From an optimization exercise on the open Yosys and OpenROAD flow, aimed at small area, a short achievable clock period and few clock cycles per item; shortcuts taken in it are not production practice. No activity file was given, so power comes from the tool's default toggle rates.

== the reference run ==
==> flow/design.v <==
package gohs_pkg;
    localparam int WORD_W        = 63;   
    localparam int LEN_W         = 5;
    localparam int MAX_BASES     = 31;
    localparam int LIST_W        = 16;
    localparam int ID_W          = 32;
    localparam int MM_W          = 3;
    localparam int BIN_W         = 4;    
    localparam int MMC_W         = 6;    
    localparam int CFG_IDX_W     = 2;
    localparam int CLASS_Q_DEPTH = 4;
    localparam int OUT_Q_DEPTH   = 4;
    localparam int CLASS_W       = 1 + BIN_W + 1;                
    localparam int REC_W         = 1 + ID_W + MM_W + ID_W + 1 + 1;  
    typedef enum logic [CFG_IDX_W-1:0] {
        CFG_QUERY      = 2'd0,
        CFG_LEN        = 2'd1,
        CFG_MAX_LISTED = 2'd2
    } t_cfg_index;
    typedef enum logic {
        ST_RUN  = 1'b0,
        ST_HIST = 1'b1
    } t_back_state;
    typedef struct packed {
        logic             hit;
        logic [BIN_W-1:0] bin;
        logic             last;
    } t_class_item;
    typedef struct packed {
        logic            kind;
        logic [ID_W-1:0] entry_id;
        logic [MM_W-1:0] mismatches;
        logic [ID_W-1:0] bin_count;
        logic            list_complete;
        logic            last;
    } t_record;
endpackage
import gohs_pkg::*;
module guide_offtarget_hamming_scan_unit
#(
    parameter int HIT_MM_MAX  = 4,
    parameter int COUNT_WIDTH = 16
) (
    input  logic                 i_clk,
    input  logic                 i_rst_n,
    input  logic                 push,
    output logic                 full,
    input  logic [WORD_W-1:0]    i_entry_word,
    input  logic                 i_last_entry,
    output logic                 empty,
    input  logic                 pop,
    output logic                 o_kind,
    output logic [ID_W-1:0]      o_entry_id,
    output logic [MM_W-1:0]      o_mismatches,
    output logic [ID_W-1:0]      o_bin_count,
    output logic                 o_list_complete,
    output logic                 o_last,
    input  logic                 i_cfg_valid,
    output logic                 o_cfg_ready,
    input  logic [CFG_IDX_W-1:0] i_cfg_index,
    input  logic [WORD_W-1:0]    i_cfg_data
);
    localparam int CW    = COUNT_WIDTH;
    localparam int NB    = HIT_MM_MAX + 1;    
    localparam int DEPTH = 3;                 
    logic [WORD_W-1:0] r_query;
    logic [LEN_W-1:0]  r_len;
    logic [LIST_W-1:0] r_limit;
    logic [61:0]       r_rc;         
    logic              r_rdy;        
    logic [LEN_W-1:0]  r_k;          
    logic w_wr_q, w_wr_len, w_wr_lim, w_rebuild, w_rc_step;
    assign w_wr_q    = i_cfg_valid && r_rdy && (i_cfg_index == 2'd0);
    assign w_wr_len  = i_cfg_valid && r_rdy && (i_cfg_index == 2'd1);
    assign w_wr_lim  = i_cfg_valid && r_rdy && (i_cfg_index == 2'd2);
    assign w_rebuild = w_wr_q || w_wr_len;
    assign w_rc_step = !r_rdy && (r_k != r_len);
    assign o_cfg_ready = r_rdy;
    always_ff @(posedge i_clk) begin
        if (!i_rst_n) begin
            r_query <= '0;
            r_len   <= LEN_W'(20);
            r_limit <= LIST_W'(2000);
        end else begin
            if (w_wr_q)   r_query <= i_cfg_data;
            if (w_wr_len) r_len   <= i_cfg_data[LEN_W-1:0];
            if (w_wr_lim) r_limit <= i_cfg_data[LIST_W-1:0];
        end
    end
    always_ff @(posedge i_clk) begin
        if (!i_rst_n || w_rebuild) begin
            r_rdy <= 1'b0;
            r_k   <= '0;
        end else if (!r_rdy) begin
            if (r_k == r_len) begin
                r_rdy <= 1'b1;
            end else begin
                r_k <= r_k + LEN_W'(1);
            end
        end
    end
    always_ff @(posedge i_clk) begin
        if (w_rc_step) begin
            r_rc <= {r_rc[59:0], ~r_query[2*r_k +: 2]};
        end
    end
    logic [31:0] w_flag;      
    logic [30:0] w_low;       
    logic [62:0] w_dq;
    logic [61:0] w_dr;
    logic        w_opp;
    logic [31:0] w_mm;
    always_comb begin
        for (int p = 0; p < 32; p++) w_flag[p] = (r_len == LEN_W'(p));
        for (int p = 0; p < 31; p++) w_low[p]  = (r_len >  LEN_W'(p));
        w_dq  = r_query ^ i_entry_word;
        w_dr  = r_rc ^ i_entry_word[61:0];
        w_opp = 1'b0;
        for (int p = 0; p < 32; p++) w_opp = w_opp | (w_flag[p] & w_dq[2*p]);
        for (int p = 0; p < 31; p++) begin
            w_mm[p] = (w_opp && w_low[p]) ? (w_dr[2*p] | w_dr[2*p+1])
                                          : ((w_dq[2*p] & !w_flag[p]) | w_dq[2*p+1]);
        end
        w_mm[31] = w_dq[62] & !w_flag[31];
    end
    logic        r_full;
    logic        r_v1;
    logic        r_last1;
    logic [31:0] r_mm;
    logic        w_acc;
    assign full  = r_full;
    assign w_acc = push && !r_full;
    always_ff @(posedge i_clk) begin
        r_mm    <= w_mm;
        r_last1 <= i_last_entry;
    end
    logic [5:0] w_cnt;
    logic       w_c_hit;
    logic [2:0] w_c_bin;
    always_comb begin
        w_cnt = '0;
        for (int p = 0; p < 32; p++) w_cnt = w_cnt + 6'(r_mm[p]);
        w_c_hit = (w_cnt <= 6'(HIT_MM_MAX));
        w_c_bin = w_cnt[2:0];
    end
    logic [DEPTH-1:0] r_q_hit;
    logic [2:0]       r_q_bin [DEPTH];
    logic [DEPTH-1:0] r_q_last;
    logic [1:0]       r_q_cnt;
    logic             w_rd;
    logic [1:0]       w_cnt_rd;
    logic [1:0]       w_cnt_nx;
    assign w_cnt_rd = r_q_cnt - 2'(w_rd);
    assign w_cnt_nx = w_cnt_rd + 2'(r_v1);
    always_ff @(posedge i_clk) begin
        for (int i = 0; i < DEPTH; i++) begin
            if (r_v1 && w_cnt_rd == 2'(i)) begin
                r_q_hit[i]  <= w_c_hit;
                r_q_bin[i]  <= w_c_bin;
                r_q_last[i] <= r_last1;
            end else if (w_rd && i < DEPTH-1) begin
                r_q_hit[i]  <= r_q_hit[i+1];
                r_q_bin[i]  <= r_q_bin[i+1];
                r_q_last[i] <= r_q_last[i+1];
            end
        end
    end
    always_ff @(posedge i_clk) begin
        if (!i_rst_n) begin
            r_v1    <= 1'b0;
            r_q_cnt <= '0;
            r_full  <= 1'b1;
        end else begin
            r_v1    <= w_acc;
            r_q_cnt <= w_cnt_nx;
            r_full  <= w_rebuild || (!r_rdy && w_rc_step)
                    || ({1'b0, w_cnt_nx} + 3'(w_acc) >= 3'(DEPTH));
        end
    end
    logic          r_dump;
    logic [2:0]    r_s;
    logic          r_complete;
    logic [CW-1:0] r_id;         
    logic [CW-1:0] r_allow;      
    logic [CW-1:0] r_bin [NB];
    logic          r_empty;
    logic          w_out_free;
    logic          h_valid, h_hit, h_last;
    logic [2:0]    h_bin;
    logic          w_ge1, w_ge2;
    logic          w_proc;
    logic          w_hit_beat;
    logic [2:0]    w_sel;
    logic [CW-1:0] w_bsel;
    logic [CW-1:0] w_binc;
    logic          w_emit_h;
    assign h_valid    = (r_q_cnt != 2'd0);
    assign h_hit      = r_q_hit[0];
    assign h_bin      = r_q_bin[0];
    assign h_last     = r_q_last[0];
    assign w_out_free = r_empty || pop;
    assign w_ge1      = (r_allow != '0);
    assign w_ge2      = (r_allow[CW-1:1] != '0);
    always_comb begin
        if (r_dump) w_proc = h_valid && !h_hit && !h_last;
        else        w_proc = h_valid && (!h_hit || w_out_free);
    end
    assign w_rd       = w_proc;
    assign w_hit_beat = !r_dump && w_proc && h_hit && w_ge2;
    assign w_emit_h   = r_dump && w_out_free;
    assign w_sel  = r_dump ? r_s : h_bin;
    always_comb begin
        w_bsel = r_bin[0];
        for (int b = 1; b < NB; b++) if (w_sel == 3'(b)) w_bsel = r_bin[b];
        w_binc = (&w_bsel) ? w_bsel : w_bsel + CW'(1);
    end
    always_ff @(posedge i_clk) begin
        if (!i_rst_n) begin
            r_dump     <= 1'b0;
            r_s        <= '0;
            r_complete <= 1'b0;
            r_id       <= CW'(1);
            r_allow    <= CW'(2000);
            for (int b = 0; b < NB; b++) r_bin[b] <= '0;
        end else begin
            if (w_wr_lim) r_allow <= CW'(i_cfg_data[LIST_W-1:0]);
            if (w_proc) begin
                r_id <= h_last && !r_dump ? CW'(1) : r_id + CW'(1);
            end
            if (!r_dump && w_proc) begin
                if (h_last) begin
                    r_allow    <= CW'(r_limit);
                    r_complete <= h_hit ? w_ge2 : w_ge1;
                    r_dump     <= 1'b1;
                    r_s        <= '0;
                end else if (h_hit && w_ge1) begin
                    r_allow <= r_allow - CW'(1);
                end
                if (h_hit) begin
                    for (int b = 0; b < NB; b++) if (h_bin == 3'(b)) r_bin[b] <= w_binc;
                end
            end
            if (w_emit_h) begin
                for (int b = 0; b < NB; b++) if (r_s == 3'(b)) r_bin[b] <= '0;
                r_s <= r_s + 3'd1;
                if (r_s == 3'(HIT_MM_MAX)) r_dump <= 1'b0;
            end
        end
    end
    logic [CW-1:0] r_o_id;
    logic [CW-1:0] r_o_cnt;
    logic          r_o_kind, r_o_cpl, r_o_last;
    logic [2:0]    r_o_mm;
    always_ff @(posedge i_clk) begin
        if (!i_rst_n) begin
            r_empty <= 1'b1;
        end else if (w_out_free) begin
            r_empty <= !(w_hit_beat || w_emit_h);
        end
    end
    always_ff @(posedge i_clk) begin
        if (w_out_free) begin
            r_o_kind <= r_dump;
            r_o_id   <= r_dump ? '0 : r_id;
            r_o_mm   <= r_dump ? r_s : h_bin;
            r_o_cnt  <= r_dump ? w_bsel : '0;
            r_o_cpl  <= r_dump && r_complete;
            r_o_last <= r_dump && (r_s == 3'(HIT_MM_MAX));
        end
    end
    assign empty           = r_empty;
    assign o_kind          = r_o_kind;
    assign o_entry_id      = {{(ID_W-CW){1'b0}}, r_o_id};
    assign o_mismatches    = r_o_mm;
    assign o_bin_count     = {{(ID_W-CW){1'b0}}, r_o_cnt};
    assign o_list_complete = r_o_cpl;
    assign o_last          = r_o_last;
endmodule
Settings: LEC_CHECK=0, ABC_CLOCK_PERIOD_IN_PS=2500, CAP_MARGIN=20, CORE_MARGIN=2, CORE_UTILIZATION=30, SETUP_SLACK_MARGIN=3.5, SLEW_MARGIN=20; clock period 6.0 ns.
run.sh (not shown) runs the stock make flow with config.mk's settings and CLKGATE_MAP_FILE= SYNTH_SCRIPT=/design/flow/synth_recipe.tcl, a recipe that flattens the netlist after the stock synthesis.
The reference run closes out successfully: all stages finished, all timing, DRC and antenna checks passed.
Edits applied to the flow inputs when going from the reference run to the trial run:
- SETUP_SLACK_MARGIN no longer set, was 3.5
- ABC_CLOCK_PERIOD_IN_PS no longer set, was 2500
Results
- The trial run against the reference run: share of post-route cells with drive strength above 1 saw a decrease, non-filler instance count after layout moved down.
- Total power shrinks by more than 10% when moving from the reference run to the trial run.
- The worst hold-check slack reported for the trial run is smaller than that of the reference run by 0.0081 ns.
- Re maximum resistive drop on vdd: the reference run was higher than the trial run.
- Post-cts sizing count is lower on the trial run
No functional check of the RTL was part of any run of this note.

static timing again, ports no longer ideal:
How much do the figures lean on ideal ports? The routed layouts below were timed once more, with nothing changed but the port constraints.
Step 1: set_driving_cell puts a clkbuf_16 on i_clk and a buf_2 on each other input, an assumption about the parent block.
Step 2 times the ports against the registers' clock, not the clock port: input delays grow and output delays shrink by t, the midpoint of the rising clock arrivals with the driver on.
Slacks: no drivers / after step 1 / after step 2; pairs: no drivers / after step 1.
run	shift t [ns]	setup slack, ns	worst setup path after step 2	slew at the worst register clock pin (ns)
the reference run	0.616	1.129 / 1.129 / 1.129	register to register	0.06 / 0.06
the trial run	0.633	0.701 / 0.701 / 0.701	register to register	0.07 / 0.07
After both steps every run listed still meets setup and hold.
